Context: an optimization exercise on an open-source flow, tuned for small area and a short achievable clock period. The choices shown serve that exercise and are no tape-out recipe. Function was checked by simulation only, so behaviour that the tests miss may differ from the original. Power figures rest on the tool's default switching activity, not on a simulated workload.

==> garnet: inputs <==
==> flow/design.v <==
`default_nettype none
package mips_pkg;
    typedef logic [31:0] word_t;
    typedef logic [4:0]  reg_addr_t;
    typedef logic [15:0] imm_t;
    typedef logic [4:0]  shamt_t;
    localparam logic [5:0] OPCODE_SPECIAL = 6'b000000;
    localparam logic [5:0] OPCODE_REGIMM  = 6'b000001;
    localparam logic [5:0] OPCODE_BEQ     = 6'b000100;
    localparam logic [5:0] OPCODE_BNE     = 6'b000101;
    localparam logic [5:0] OPCODE_BLEZ    = 6'b000110;
    localparam logic [5:0] OPCODE_BGTZ    = 6'b000111;
    localparam logic [5:0] OPCODE_ADDI    = 6'b001000;
    localparam logic [5:0] OPCODE_ADDIU   = 6'b001001;
    localparam logic [5:0] OPCODE_SLTI    = 6'b001010;
    localparam logic [5:0] OPCODE_SLTIU   = 6'b001011;
    localparam logic [5:0] OPCODE_ANDI    = 6'b001100;
    localparam logic [5:0] OPCODE_ORI     = 6'b001101;
    localparam logic [5:0] OPCODE_XORI    = 6'b001110;
    localparam logic [5:0] OPCODE_AUI     = 6'b001111;
    localparam logic [5:0] FUNCT_SLL  = 6'b000000;
    localparam logic [5:0] FUNCT_SRL  = 6'b000010;
    localparam logic [5:0] FUNCT_SRA  = 6'b000011;
    localparam logic [5:0] FUNCT_SLLV = 6'b000100;
    localparam logic [5:0] FUNCT_SRLV = 6'b000110;
    localparam logic [5:0] FUNCT_SRAV = 6'b000111;
    localparam logic [5:0] FUNCT_ADD  = 6'b100000;
    localparam logic [5:0] FUNCT_ADDU = 6'b100001;
    localparam logic [5:0] FUNCT_SUB  = 6'b100010;
    localparam logic [5:0] FUNCT_SUBU = 6'b100011;
    localparam logic [5:0] FUNCT_AND  = 6'b100100;
    localparam logic [5:0] FUNCT_OR   = 6'b100101;
    localparam logic [5:0] FUNCT_XOR  = 6'b100110;
    localparam logic [5:0] FUNCT_NOR  = 6'b100111;
    localparam logic [5:0] FUNCT_SLT  = 6'b101010;
    localparam logic [5:0] FUNCT_SLTU = 6'b101011;
    localparam logic [4:0] RT_BLTZ = 5'b00000;
    localparam logic [4:0] RT_BGEZ = 5'b00001;
    typedef enum logic [3:0] {
        ALU_OP_ADD, ALU_OP_SUB, ALU_OP_AND, ALU_OP_OR,
        ALU_OP_XOR, ALU_OP_NOR, ALU_OP_SLT, ALU_OP_SLTU,
        ALU_OP_SLL, ALU_OP_SRL, ALU_OP_SRA,
        ALU_OP_SLLV, ALU_OP_SRLV, ALU_OP_SRAV
    } alu_op_t;
    typedef enum logic [1:0] {
        EXT_OP_NOP, EXT_OP_ZE, EXT_OP_SE, EXT_OP_LS
    } ext_op_t;
    typedef enum logic [2:0] {
        BR_NONE, BR_EQ, BR_NE, BR_LEZ, BR_GTZ, BR_GEZ, BR_LTZ
    } branch_op_t;
endpackage
`default_nettype wire
`timescale 1ns/1ps
`default_nettype none
module mips_regsel (
    input  wire        en,
    input  wire [4:0]  addr,
    output logic [31:1] sel
);
    logic [3:0] lo;
    logic [7:0] hi;
    always_comb begin
        for (int j = 0; j < 4; j++) lo[j] = (addr[1:0] == j[1:0]);
        for (int k = 0; k < 8; k++) hi[k] = (addr[4:2] == k[2:0]) && en;
        for (int i = 1; i < 32; i++) sel[i] = lo[i % 4] && hi[i / 4];
    end
endmodule
`default_nettype wire
`timescale 1ns/1ps
`default_nettype none
module mips_core (
    input  wire                         clk,
    input  wire                         reset,
    input  wire                         ins_valid,
    input  wire mips_pkg::word_t        ins,
    output logic                        wb_valid,
    output mips_pkg::reg_addr_t         wb_addr,
    output mips_pkg::word_t             wb_data,
    output logic                        branch_valid,
    output logic                        branch_taken,
    output logic                        ins_illegal
);
    logic [5:0] opcode, funct;
    logic [4:0] rs_f, rt_f, rd_f;
    assign opcode = ins[31:26];
    assign rs_f   = ins[25:21];
    assign rt_f   = ins[20:16];
    assign rd_f   = ins[15:11];
    assign funct  = ins[5:0];
    logic       d_wr, d_ill, d_br;
    logic       d_sub;               
    logic       d_signed;            
    logic       d_sra;               
    logic [6:0] d_sel;               
    logic [2:0] d_bop;               
    logic [4:0] d_dst;
    localparam int S_ADD = 0, S_SLT = 1, S_AND = 2, S_OR = 3, S_XOR = 4,
                   S_NOR = 5, S_SH = 6;
    always_comb begin
        d_wr      = 1'b0;
        d_ill     = 1'b0;
        d_br      = 1'b0;
        d_sub     = 1'b0;
        d_signed  = 1'b0;
        d_sra     = 1'b0;
        d_sel     = '0;
        d_bop     = 3'b000;
        d_dst     = rt_f;
        case (opcode)
            6'b000000: begin
                d_dst = rd_f;
                d_wr  = 1'b1;
                case (funct)
                    6'b000000,
                    6'b000010,
                    6'b000100,
                    6'b000110: d_sel[S_SH] = 1'b1;
                    6'b000011,
                    6'b000111: begin d_sel[S_SH] = 1'b1; d_sra = 1'b1; end
                    6'b100000,
                    6'b100001: d_sel[S_ADD] = 1'b1;
                    6'b100010,
                    6'b100011: begin d_sel[S_ADD] = 1'b1; d_sub = 1'b1; end
                    6'b100100: d_sel[S_AND] = 1'b1;
                    6'b100101: d_sel[S_OR]  = 1'b1;
                    6'b100110: d_sel[S_XOR] = 1'b1;
                    6'b100111: d_sel[S_NOR] = 1'b1;
                    6'b101010: begin d_sel[S_SLT] = 1'b1; d_sub = 1'b1; d_signed = 1'b1; end
                    6'b101011: begin d_sel[S_SLT] = 1'b1; d_sub = 1'b1; end
                    default: begin d_wr = 1'b0; d_ill = 1'b1; end
                endcase
            end
            6'b000001: begin
                case (rt_f)
                    5'b00000: begin d_br = 1'b1; d_bop = 3'b010; end  
                    5'b00001: begin d_br = 1'b1; d_bop = 3'b110; end  
                    default:  d_ill = 1'b1;
                endcase
            end
            6'b000100: begin d_br = 1'b1; d_bop = 3'b001; end  
            6'b000101: begin d_br = 1'b1; d_bop = 3'b101; end  
            6'b000110: begin d_br = 1'b1; d_bop = 3'b011; end  
            6'b000111: begin d_br = 1'b1; d_bop = 3'b111; end  
            6'b001000,
            6'b001001: begin d_wr = 1'b1; d_sel[S_ADD] = 1'b1; end
            6'b001010: begin d_wr = 1'b1; d_sel[S_SLT] = 1'b1; d_sub = 1'b1; d_signed = 1'b1; end
            6'b001011: begin d_wr = 1'b1; d_sel[S_SLT] = 1'b1; d_sub = 1'b1; end
            6'b001100: begin d_wr = 1'b1; d_sel[S_AND] = 1'b1; end
            6'b001101: begin d_wr = 1'b1; d_sel[S_OR]  = 1'b1; end
            6'b001110: begin d_wr = 1'b1; d_sel[S_XOR] = 1'b1; end
            6'b001111: begin d_wr = 1'b1; d_sel[S_ADD] = 1'b1; end
            default:   d_ill = 1'b1;
        endcase
    end
    logic        b_imm;              
    logic        b_zero;             
    logic        sa_var;             
    logic        sh_left;            
    logic [31:0] imm_ext;
    assign b_imm  = opcode[3];
    assign b_zero = opcode[2] && opcode[1];
    assign sa_var = funct[2];
    assign sh_left = !funct[1];
    always_comb begin
        if (!opcode[2])        imm_ext = {{16{ins[15]}}, ins[15:0]};   
        else if (&opcode[1:0]) imm_ext = {ins[15:0], 16'h0000};        
        else                   imm_ext = {16'h0000, ins[15:0]};        
    end
    logic [31:1][31:0] rf;
    logic [31:1]       rs_sel, rt_sel;
    logic [31:0]       rs_val, rt_val;
    logic        reset_q;
    logic        rs_fw, rt_fw;
    logic [31:0] rs_rf, rt_rf;
    mips_regsel u_rs_sel (.en(!reset_q), .addr(rs_f), .sel(rs_sel));
    mips_regsel u_rt_sel (.en(!reset_q), .addr(rt_f), .sel(rt_sel));
    always_comb begin
        rs_rf = '0;
        rt_rf = '0;
        for (int i = 1; i < 32; i++) begin
            rs_rf = rs_rf | ({32{rs_sel[i]}} & rf[i]);
            rt_rf = rt_rf | ({32{rt_sel[i]}} & rf[i]);
        end
    end
    assign rs_fw  = wb_valid && (rs_f == wb_addr);
    assign rt_fw  = wb_valid && (rt_f == wb_addr);
    assign rs_val = rs_fw ? wb_data : rs_rf;
    assign rt_val = rt_fw ? wb_data : rt_rf;
    logic [31:0] a_q, b_q;
    logic [4:0]  sa_q;
    logic        fa_q, fb_q, fsa_q;
    logic [4:0]  dst_q;
    logic        wr_q, br_q, ill_q;
    logic        sub_q, signed_q, sra_q, left_q;
    logic [6:0]  sel_q;
    logic [2:0]  bop_q;
    logic        take;
    assign take = ins_valid && !reset;
    logic fa_d, fb_d;
    assign fa_d = wr_q && (rs_f == dst_q);
    assign fb_d = wr_q && (rt_f == dst_q) && !b_imm && !b_zero;
    always_ff @(posedge clk) begin
        a_q      <= rs_val;
        b_q      <= b_imm ? imm_ext : b_zero ? 32'd0 : rt_val;
        sa_q     <= sa_var ? rs_val[4:0] : ins[10:6];
        fa_q     <= fa_d;
        fb_q     <= fb_d;
        fsa_q    <= fa_d && sa_var;
        dst_q    <= d_dst;
        wr_q     <= take && d_wr && (d_dst != 5'd0);
        br_q     <= take && d_br;
        ill_q    <= take && d_ill;
        sub_q    <= d_sub;
        signed_q <= d_signed;
        sra_q    <= d_sra;
        left_q   <= sh_left;
        sel_q    <= d_sel;
        bop_q    <= d_bop;
    end
    logic [31:0] a, b, bx;
    logic [4:0]  sa;
    assign a  = fa_q  ? wb_data       : a_q;
    assign b  = fb_q  ? wb_data       : b_q;
    assign sa = fsa_q ? wb_data[4:0]  : sa_q;
    assign bx = b ^ {32{sub_q}};
    logic [32:0] sum;
    assign sum = {1'b0, a} + {1'b0, bx} + {32'd0, sub_q};
    logic lt;
    assign lt = signed_q ? ((a[31] ^ b[31]) ? a[31] : sum[31]) : !sum[32];
    logic [62:0] sh_y, sh_o;
    logic [4:0]  sh_k;
    logic        fill;
    assign fill = sra_q && b[31];
    assign sh_y = left_q ? {b, 31'd0} : {{31{fill}}, b};
    assign sh_k = sa ^ {5{left_q}};
    assign sh_o = sh_y >> sh_k;
    logic [6:0] sel;
    assign sel = sel_q;
    logic [31:0] result;
    assign result = ({32{sel[S_ADD]}} & sum[31:0])
                  | ({31'd0, sel[S_SLT] & lt})
                  | ({32{sel[S_AND]}} & (a & b))
                  | ({32{sel[S_OR]}}  & (a | b))
                  | ({32{sel[S_XOR]}} & (a ^ b))
                  | ({32{sel[S_NOR]}} & ~(a | b))
                  | ({32{sel[S_SH]}}  & sh_o[31:0]);
    logic eq, taken;
    assign eq    = (a == b);
    assign taken = bop_q[2] ^ ((bop_q[0] && eq) || (bop_q[1] && a[31]));
    always_ff @(posedge clk) begin
        reset_q <= reset;
        for (int i = 1; i < 32; i++) begin
            if (reset_q || (wb_valid && wb_addr == i[4:0])) rf[i] <= reset_q ? 32'd0 : wb_data;
        end
    end
    always_ff @(posedge clk) begin
        wb_valid     <= wr_q && !reset;
        branch_valid <= br_q && !reset;
        ins_illegal  <= ill_q && !reset;
        wb_addr      <= dst_q;
        wb_data      <= result;
        branch_taken <= taken;
    end
endmodule
`default_nettype wire
==> flow/run.sh <==
#!/bin/bash
# synth_recipe.tcl (not shown) runs the flow's synth.tcl, then flattens the netlist and writes it again
# the make line also repeats each setting of config.mk as NAME=value (left out here)
make -C /OpenROAD-flow-scripts/flow DESIGN_CONFIG=/design/flow/config.mk WORK_HOME=/design/flow/orfs CLKGATE_MAP_FILE= SYNTH_SCRIPT=/design/flow/synth_recipe.tcl finish
==> flow/config.mk <==
export PLATFORM = sky130hd
export DESIGN_NAME = mips_core
export DESIGN_NICKNAME = mips_core
export VERILOG_FILES = /design/flow/design.v
export SDC_FILE = /design/flow/constraint.sdc
export NUM_CORES = 4
export LEC_CHECK = 0
export CAP_MARGIN = 20
export CORE_MARGIN = 2
export CORE_UTILIZATION = 40
export CTS_CLUSTER_DIAMETER = 100
export CTS_CLUSTER_SIZE = 24
export PLACE_DENSITY = 0.5
export SETUP_SLACK_MARGIN = 5
export SLEW_MARGIN = 20
export SYNTH_HIERARCHICAL = 1
export SYNTH_MINIMUM_KEEP_SIZE = 0
==> flow/constraint.sdc <==
create_clock -name core_clock -period 10.0 [get_ports {clk}]
set_input_delay 2.0000 -clock core_clock [delete_from_list [all_inputs] [get_ports {clk}]]
set_output_delay 2.0000 -clock core_clock [all_outputs]
set_load 0.01 [all_outputs]
==> lagoon (differences from garnet) <==
==> flow/flow/run.sh (new file) <==
#!/bin/bash
# Standard layout, with timing repair aiming below the clock period: the
# setup margin makes repair_timing keep working until the slack reaches it.
set -euo pipefail
bash standard.sh SETUP_SLACK_MARGIN=6.8 > standard_flow.log 2>&1
==> flow/standard.sh (new file) <==
#!/bin/bash
# synth_recipe.tcl (not shown) runs the flow's synth.tcl, then flattens the netlist and writes it again
# the make line also repeats each setting of config.mk as NAME=value (left out here)
make -C /OpenROAD-flow-scripts/flow DESIGN_CONFIG=/design/flow/config.mk WORK_HOME=/design/flow/orfs CLKGATE_MAP_FILE= SYNTH_SCRIPT=/design/flow/synth_recipe.tcl "${@:-finish}"
SETUP_SLACK_MARGIN = unset   (was 5)
TNS_END_PERCENT = 0   (was unset)
removed: flow/run.sh
==> juniper (differences from garnet) <==
--- a/flow/design.v
+++ b/flow/design.v
@@ -52,22 +52,6 @@
 `default_nettype wire
 `timescale 1ns/1ps
 `default_nettype none
-module mips_regsel (
-    input  wire        en,
-    input  wire [4:0]  addr,
-    output logic [31:1] sel
-);
-    logic [3:0] lo;
-    logic [7:0] hi;
-    always_comb begin
-        for (int j = 0; j < 4; j++) lo[j] = (addr[1:0] == j[1:0]);
-        for (int k = 0; k < 8; k++) hi[k] = (addr[4:2] == k[2:0]) && en;
-        for (int i = 1; i < 32; i++) sel[i] = lo[i % 4] && hi[i / 4];
-    end
-endmodule
-`default_nettype wire
-`timescale 1ns/1ps
-`default_nettype none
 module mips_core (
     input  wire                         clk,
     input  wire                         reset,
@@ -172,12 +156,24 @@
     logic        reset_q;
     logic        rs_fw, rt_fw;
     logic [31:0] rs_rf, rt_rf;
-    mips_regsel u_rs_sel (.en(!reset_q), .addr(rs_f), .sel(rs_sel));
-    mips_regsel u_rt_sel (.en(!reset_q), .addr(rt_f), .sel(rt_sel));
+    logic [3:0] rs_lo, rt_lo;
+    logic [7:0] rs_hi, rt_hi;
+    always_comb begin
+        for (int j = 0; j < 4; j++) begin
+            rs_lo[j] = (rs_f[1:0] == j[1:0]);
+            rt_lo[j] = (rt_f[1:0] == j[1:0]);
+        end
+        for (int k = 0; k < 8; k++) begin
+            rs_hi[k] = (rs_f[4:2] == k[2:0]) && !reset_q;
+            rt_hi[k] = (rt_f[4:2] == k[2:0]) && !reset_q;
+        end
+    end
     always_comb begin
         rs_rf = '0;
         rt_rf = '0;
         for (int i = 1; i < 32; i++) begin
+            rs_sel[i] = rs_lo[i % 4] && rs_hi[i / 4];
+            rt_sel[i] = rt_lo[i % 4] && rt_hi[i / 4];
             rs_rf = rs_rf | ({32{rs_sel[i]}} & rf[i]);
             rt_rf = rt_rf | ({32{rt_sel[i]}} & rf[i]);
         end
CTS_CLUSTER_DIAMETER = unset   (was 100)
CTS_CLUSTER_SIZE = unset   (was 24)
SYNTH_HIERARCHICAL = unset   (was 1)
SYNTH_MINIMUM_KEEP_SIZE = unset   (was 0)
==> results.toml <==
[power_and_ir_drop]
pwr-share-comb_pct = 13.7
p_switching_uw = 2790
swShare_pct = 29.0

[clock_tree]
clk_pin_slew_ps = 100

[global_route]
grt_use_met3_pct = 16.5

[outcome]
status = "timing/DRC/antenna clean"

[cells_and_area]
layout_common_cells = "edfxtp_1, a22oi_1, a221oi_1"
seqCellArea_um2 = 32500
buffers = 289
drive_above_1_share_pct = 12.9

[synth]
synthTopCellsByCount = "edfxtp_1, a22oi_1, a221oi_1, a22o_1, clkbuf_1"

[sta]
slew_headroom_pct = 13.8
# the run above: garnet

==> results.toml <==
[cells_and_area]
layout_common_cells = "edfxtp_1, a22oi_1, a221oi_1"
buffers = 250
seqCellArea_um2 = 32500

[power_and_ir_drop]
p_switching_uw = 3200
swShare_pct = 27.8

[outcome]
status = "timing/DRC/antenna clean"

[sta]
slew_headroom_pct = 17.9
# the run above: juniper

==> results.toml <==
[cells_and_area]
seqCellArea_um2 = 32600
layout_common_cells = "edfxtp_1, a22oi_1, a221oi_1"
buffers = 406

[synth]
synthTopCellsByCount = "edfxtp_1, a22oi_1, a221oi_1, a22o_1, clkbuf_1"
synthAdderAreaFrac_pct = 2.26

[power_and_ir_drop]
pwr-share-comb_pct = 14.3
swShare_pct = 29.2
p_switching_uw = 2840

[global_route]
grt_use_met3_pct = 17.4

[clock_tree]
clk_pin_slew_ps = 100

[outcome]
status = "timing/DRC/antenna clean"

[sta]
slew_headroom_pct = 17.7
# the run above: lagoon

==> static timing again, ports no longer ideal <==
The results above use ideal ports. As a check the final layouts listed here were re-extracted and re-timed, cells and wires unchanged. Step 1, drivers: a clkbuf_16 drives clk and a buf_2 each remaining input, both assumed. Step 2, shift: input delay + t, output delay - t, t = (earliest + latest rising clock arrival at the registers) / 2. This alone moves slack from input paths to output paths. Three values: ideal ports, drivers, drivers and shift; two values: the first two.
run | t (ns) | setup slack, ns | hold WS [ns]
garnet | 0.817 | 4.806 / 4.860 / 4.043 | 0.403 / 0.403 / 0.403
lagoon | 0.798 | 6.133 / 6.188 / 5.389 | 0.386 / 0.386 / 0.386
juniper | 0.859 | 4.836 / 4.895 / 4.037 | 0.405 / 0.405 / 0.405
After both steps setup and hold are still met in every run listed. For juniper, which loses most, drivers alone change the setup slack by +0.059 ns; drivers and shift together by -0.799 ns.
